From an optimization exercise on the open Yosys and OpenROAD flow, aimed at small area, a short achievable clock period and few clock cycles per item; shortcuts taken in it are not production practice.
At most, simulation tests tie the RTL to the original design; equivalence was not proved.

==> flow/design.v <==
module q16_fixed_point_alu_top
(
	input  logic        clk,
	input  logic        arst_n,
	input  logic        s_tvalid,
	output logic        s_tready,
	input  logic [71:0] s_tdata,
	output logic        m_tvalid,
	input  logic        m_tready,
	output logic [39:0] m_tdata
);
	localparam logic [2:0] S_EMPTY = 3'd0;
	localparam logic [2:0] S_ABSF  = 3'd1;  
	localparam logic [2:0] S_CONVF = 3'd2;  
	localparam logic [2:0] S_ITER  = 3'd3;  
	localparam logic [2:0] S_MDF   = 3'd4;  
	function automatic logic [5:0] lzc32(input logic [31:0] x);
		logic [5:0] n;
		n = 6'd32;
		for (int i = 0; i < 32; i++)
			if (x[i]) n = 6'(31 - i);
		lzc32 = n;
	endfunction
	function automatic logic amo32(input logic [31:0] x);
		logic [31:0] z;  
		logic [31:0] o;  
		logic [31:0] z2, o2;
		z = ~x;
		o = 32'hffffffff;
		for (int l = 0; l < 5; l++) begin
			for (int i = 0; i < 32; i++) begin
				if ((i % (2 << l)) == 0) begin
					z2[i] = z[i] & z[i + (1 << l)];
					o2[i] = (o[i] & z[i + (1 << l)]) | (z[i] & o[i + (1 << l)]);
				end else begin
					z2[i] = 1'b0;
					o2[i] = 1'b0;
				end
			end
			z = z2;
			o = o2;
		end
		amo32 = o[0];
	endfunction
	logic        i_v;
	logic [65:0] i_d;
	logic        rdy_q;
	always_ff @(posedge clk) begin
		if (rdy_q) i_d <= s_tdata[65:0];
	end
	logic        a_v;
	logic [1:0]  a_op;
	logic [31:0] a_x;     
	logic [31:0] a_y;     
	logic        a_swap;  
	logic [5:0]  a_ush;   
	logic        a_neg;
	logic        a_dz;
	logic        a_p2;    
	logic        a_big;
	logic [1:0]  in_op;
	logic [31:0] in_a, in_b;
	assign in_op = i_d[1:0];
	assign in_a = i_d[33:2];
	assign in_b = i_d[65:34];
	logic [31:0] ma, mb;
	logic [4:0]  ca, cb;        
	logic [5:0]  zb;            
	logic [5:0]  za_lo, zb_lo;  
	logic [7:0]  ushd;          
	logic [5:0]  ush_div, ush_mul;
	logic        swap;
	logic [5:0]  zmax;
	logic [8:0]  uconv;
	assign ma = in_a[31] ? 32'(-in_a) : in_a;
	assign mb = in_b[31] ? 32'(-in_b) : in_b;
	assign ca = 5'(lzc32({in_a[31:1] ^ in_a[30:0], 1'b1}));
	assign cb = 5'(lzc32({in_b[31:1] ^ in_b[30:0], 1'b1}));
	assign zb = {1'b0, cb} + 6'd1;
	assign za_lo = lzc32(in_a[31] ? {in_a[31:1] ^ in_a[30:0], 1'b1} : {1'b0, in_a[31:1] ^ in_a[30:0]});
	assign zb_lo = lzc32(in_b[31] ? {in_b[31:1] ^ in_b[30:0], 1'b1} : {1'b0, in_b[31:1] ^ in_b[30:0]});
	assign ushd = {3'd0, ca} + {3'd0, ~cb} - {7'd0, in_a[31]};
	assign ush_div = (ushd[6:1] >= 6'd23) ? 6'd46 : {ushd[5:1], 1'b0};
	assign swap = za_lo > zb_lo;
	assign zmax = swap ? za_lo : zb_lo;
	assign ush_mul = (zmax >= 6'd30) ? 6'd30 : {zmax[5:1], 1'b0};
	logic       p2;
	logic [5:0] ush_p2;
	assign p2 = in_b[31] ? amo32({in_b[31:1] ^ in_b[30:0], 1'b0}) : amo32(in_b);
	assign ush_p2 = {1'b0, cb} + 6'd2 - {5'd0, in_b[31]};
	assign uconv = {1'b0, in_a[30:23]} - 9'd102;
	logic i2a;
	always_ff @(posedge clk) begin
		if (i2a) begin
			a_op <= in_op;
			a_y <= mb;
			a_swap <= swap;
			a_dz <= (in_b[30:0] == 31'd0);
			a_p2 <= p2;
			a_big <= (in_a[30:23] > 8'd142);
			case (in_op)
				2'd0: begin
					a_x <= ma;
					a_ush <= ush_mul;
					a_neg <= in_a[31] ^ in_b[31];
				end
				2'd1: begin
					a_x <= ma;
					a_ush <= p2 ? ush_p2 : ush_div;
					a_neg <= in_a[31] ^ in_b[31];
				end
				2'd2: begin
					a_x <= {8'd0, 1'b1, in_a[22:0]};
					a_ush <= uconv[8] ? 6'd0 : uconv[5:0];
					a_neg <= in_a[31];
				end
				default: begin
					a_x <= ma;
					a_ush <= 6'd32;
					a_neg <= 1'b0;
				end
			endcase
		end
	end
	logic [2:0]  st;
	logic        is_div;
	logic        neg;
	logic        dz;
	logic        p2q;   
	logic        big;
	logic [4:0]  cnt;   
	logic [31:0] R;    
	logic [47:0] NQ;   
	logic [31:0] D;    
	logic [32:0] T3;   
	logic [33:0] Y;    
	logic [1:0]  cq;   
	logic [1:0]  ocnt;  
	logic        out_v;
	logic [33:0] out_q;   
	logic [33:0] out_q1;  
	logic fin, push, pop, acc, xfer, dlast;
	assign fin  = (st == S_ABSF) || (st == S_CONVF) || (st == S_MDF);
	assign dlast = (st == S_ITER) && is_div && !neg && (cnt == 5'd23);
	assign push = (fin || dlast) && !ocnt[1];
	assign pop  = out_v && m_tready;
	assign acc  = rdy_q && s_tvalid;
	assign xfer = a_v && ((st == S_EMPTY) || push);
	assign i2a  = i_v && (!a_v || xfer);
	assign s_tready = rdy_q;
	assign m_tvalid = out_v;
	assign m_tdata  = {6'd0, out_q};
	logic [95:0] shf;
	logic [32:0] t3new;
	logic [31:0] shx, dnew;
	logic        mulsw;
	assign mulsw = (a_op == 2'd0) && !a_swap;
	assign shx  = mulsw ? a_y : a_x;
	assign dnew = mulsw ? a_x : a_y;
	logic [33:0] ynew;
	logic        xdiv;
	assign xdiv = (a_op == 2'd1);
	assign shf  = {48'd0, shx, 16'd0} << a_ush;
	assign t3new = {1'b0, dnew} + {dnew, 1'b0};
	always_comb begin
		if (xdiv) begin
			ynew = ~{1'b0, t3new};
		end else begin
			case (shf[47:46])
				2'd0: ynew = 34'd0;
				2'd1: ynew = {2'b00, dnew};
				2'd2: ynew = {1'b0, dnew, 1'b0};
				default: ynew = {1'b0, t3new};
			endcase
		end
	end
	logic [32:0] T;
	logic [33:0] d1, d2, d3;
	logic [33:0] ax;
	logic [31:0] R_it;
	logic [47:0] NQ_it;
	logic [33:0] Y_it;
	assign T = {R[30:0], NQ[47:46]};
	assign d1 = {1'b0, T} - {2'b00, D};
	assign d2 = {1'b0, T} - {1'b0, D, 1'b0};
	assign ax = {1'b0, is_div & R[30], R[29:0], is_div ? NQ[47:46] : 2'b00};
	assign d3 = ax + Y + {33'd0, is_div};
	always_comb begin
		case (NQ[45:44])
			2'd0: Y_it = 34'd0;
			2'd1: Y_it = {2'b00, D};
			2'd2: Y_it = {1'b0, D, 1'b0};
			default: Y_it = {1'b0, T3};
		endcase
	end
	logic take3;
	logic [1:0] q;
	assign take3 = !is_div || !d3[33];
	always_comb begin
		if (take3) begin
			R_it = d3[31:0];
			q = 2'd3;
		end else if (!d2[33]) begin
			R_it = d2[31:0];
			q = 2'd2;
		end else if (!d1[33]) begin
			R_it = d1[31:0];
			q = 2'd1;
		end else begin
			R_it = T[31:0];
			q = 2'd0;
		end
	end
	assign NQ_it = {NQ[45:0] + {44'd0, cq}, is_div ? q : R[31:30]};
	logic [33:0] dres;
	assign dres = {1'b0, (NQ[45:29] != 17'd0), NQ[29:0], q};
	logic [31:0] hi;
	logic [47:0] qd;
	assign qd = p2q ? {R, NQ[47:32]} : NQ;
	logic [31:0] M;
	logic        inc;
	logic        ovf;
	logic        ngt;
	logic [31:0] res;
	logic [33:0] result;
	assign hi = NQ_it[33:2];  
	always_comb begin
		M = R;
		inc = 1'b1;
		ovf = 1'b0;
		ngt = neg;
		case (st)
			S_ABSF: begin
				ovf = (R == 32'h80000000);
				ngt = 1'b0;
			end
			S_CONVF: begin
				ovf = big || (neg ? (R > 32'h80000000) : R[31]);
			end
			default: begin
				if (is_div) begin
					M = qd[31:0];
					ovf = neg ? ((qd[47:31] != 17'd0) && (qd[47:0] != 48'h80000000)) : (qd[47:31] != 17'd0);
				end else begin
					M = {hi[15:0], R[31:16]};
					inc = (R[15:0] == 16'd0);
					ovf = neg ? ((hi[31:16] != 16'd0) || (hi[15] && ((hi[14:0] != 15'd0) || (R != 32'd0))))
					          : (hi[31:15] != 17'd0);
				end
			end
		endcase
	end
	always_comb begin
		res = ngt ? 32'(~M + {31'd0, inc}) : M;
		if (st == S_CONVF && ovf) res = neg ? 32'h80000000 : 32'h7fffffff;
		result = {1'b0, ovf, res};
		if (st == S_MDF && dz) result = {1'b1, 1'b0, 32'd0};
		if (st == S_ITER) result = dres;
	end
	logic [2:0] st_nx;
	logic       a_v_nx, i_v_nx;
	logic [1:0] ocnt_nx;
	always_comb begin
		if (xfer) begin
			case (a_op)
				2'd3: st_nx = S_ABSF;
				2'd2: st_nx = S_CONVF;
				2'd1: st_nx = (a_dz || a_p2) ? S_MDF : S_ITER;
				default: st_nx = S_ITER;
			endcase
		end else if (st == S_EMPTY || push) begin
			st_nx = S_EMPTY;
		end else if (st == S_ITER) begin
			st_nx = (cnt == 5'd23) ? S_MDF : S_ITER;
		end else begin
			st_nx = st;
		end
	end
	assign i_v_nx = acc || (i_v && !i2a);
	assign a_v_nx = i2a || (a_v && !xfer);
	assign ocnt_nx = 2'(ocnt + {1'b0, push} - {1'b0, pop});
	always_ff @(posedge clk or negedge arst_n) begin
		if (!arst_n) begin
			st <= S_EMPTY;
			a_v <= 1'b0;
			i_v <= 1'b0;
			out_v <= 1'b0;
			ocnt <= 2'd0;
			rdy_q <= 1'b1;
		end else begin
			st <= st_nx;
			a_v <= a_v_nx;
			i_v <= i_v_nx;
			out_v <= (ocnt_nx != 2'd0);
			ocnt <= ocnt_nx;
			rdy_q <= !i_v_nx || !a_v_nx || (st_nx == S_EMPTY) ||
			         (((st_nx == S_ABSF) || (st_nx == S_CONVF) || (st_nx == S_MDF)) && !ocnt_nx[1]);
		end
	end
	always_ff @(posedge clk) begin
		if (pop ? (ocnt == 2'd2) : 1'b0) out_q <= out_q1;
		else if (push && (pop ? (ocnt == 2'd1) : (ocnt == 2'd0))) out_q <= result;
		if (push && (pop ? (ocnt == 2'd2) : (ocnt == 2'd1))) out_q1 <= result;
		if (xfer) begin
			R <= shf[79:48];
			NQ <= shf[47:0];
			D <= dnew;
			T3 <= t3new;
			Y <= ynew;
			cq <= 2'd0;
			cnt <= a_ush[5:1] + (xdiv ? 5'd0 : 5'd8);
			is_div <= xdiv;
			neg <= a_neg;
			dz <= xdiv && a_dz;
			p2q <= a_p2;
			big <= a_big;
		end else if (st == S_ITER) begin
			R <= R_it;
			NQ <= NQ_it;
			if (!is_div) begin
				Y <= Y_it;
				cq <= d3[33:32];
			end
			cnt <= cnt + 5'd1;
		end
	end
endmodule
Settings: LEC_CHECK=0, CAP_MARGIN=20, CORE_MARGIN=2, CORE_UTILIZATION=50, SLEW_MARGIN=20, TNS_END_PERCENT=10; clock period 12.0 ns.
standard.sh (not shown) runs the stock make flow with config.mk's settings and CLKGATE_MAP_FILE= SYNTH_SCRIPT=/design/flow/synth_recipe.tcl, a recipe that flattens the netlist after the stock synthesis.
==> flow/flow/run.sh <==
#!/bin/bash
# The standard layout (standard.sh: ORFS synthesis through finish, unchanged scripts,
# the design's SDC and clock period), with the resizer's setup repair asked to leave
# more slack than the default so that it works on every path that sets the period.
set -euo pipefail
bash standard.sh SETUP_SLACK_MARGIN=8 finish > standard_flow.log 2>&1
Testbench counts at the start, summed over its fixed seeds: cycles 72,406, items 16,000.
Rerun with:
--- a/flow/design.v
+++ b/flow/design.v
@@ -160,9 +160,12 @@
 	logic [33:0] ynew;
 	logic        xdiv;
 	assign xdiv = (a_op == 2'd1);
 	assign shf  = {48'd0, shx, 16'd0} << a_ush;
-	assign t3new = {1'b0, dnew} + {dnew, 1'b0};
+	logic [32:0] t3x, t3y;
+	assign t3x = {1'b0, a_x} + {a_x, 1'b0};
+	assign t3y = {1'b0, a_y} + {a_y, 1'b0};
+	assign t3new = mulsw ? t3x : t3y;
 	always_comb begin
 		if (xdiv) begin
 			ynew = ~{1'b0, t3new};
 		end else begin
Setup slack is worse by 0.19 ns.
Synthesized cell count went up by 8.9%.
Cell area went up by 5.6%.
Via count went up by 7.4%.
Utilization went down by 0.45 points.
Global-route usage went down by 0.37 points.
Wire length went up by 4.3%.
Only the layout flow was run in the second run of this note; the RTL was not checked for function there.

-- afterwards: timing with drivers on the ports --
How much do the figures lean on ideal ports? The routed layouts below were timed once more, with nothing changed but the port constraints. Step 1, drivers: a clkbuf_16 drives clk and a buf_2 each remaining input, both assumed. Step 2, shift: input delay + t, output delay - t, t = (earliest + latest rising clock arrival at the registers) / 2. This alone moves slack from input paths to output paths. a / b / c = ideal / step 1 / step 2; a / b = the first two.
| run | t, ns | slack for setup (ns) | worst setup path at the end | cell pins on the clock port's net |
|---|---|---|---|---|
| the first run | 0.665 | 7.510 / 7.510 / 7.510 | register to register | 1 |
| the second run | 0.667 | 7.324 / 7.324 / 7.324 | register to register | 1 |
After both steps every run listed still meets setup and hold.
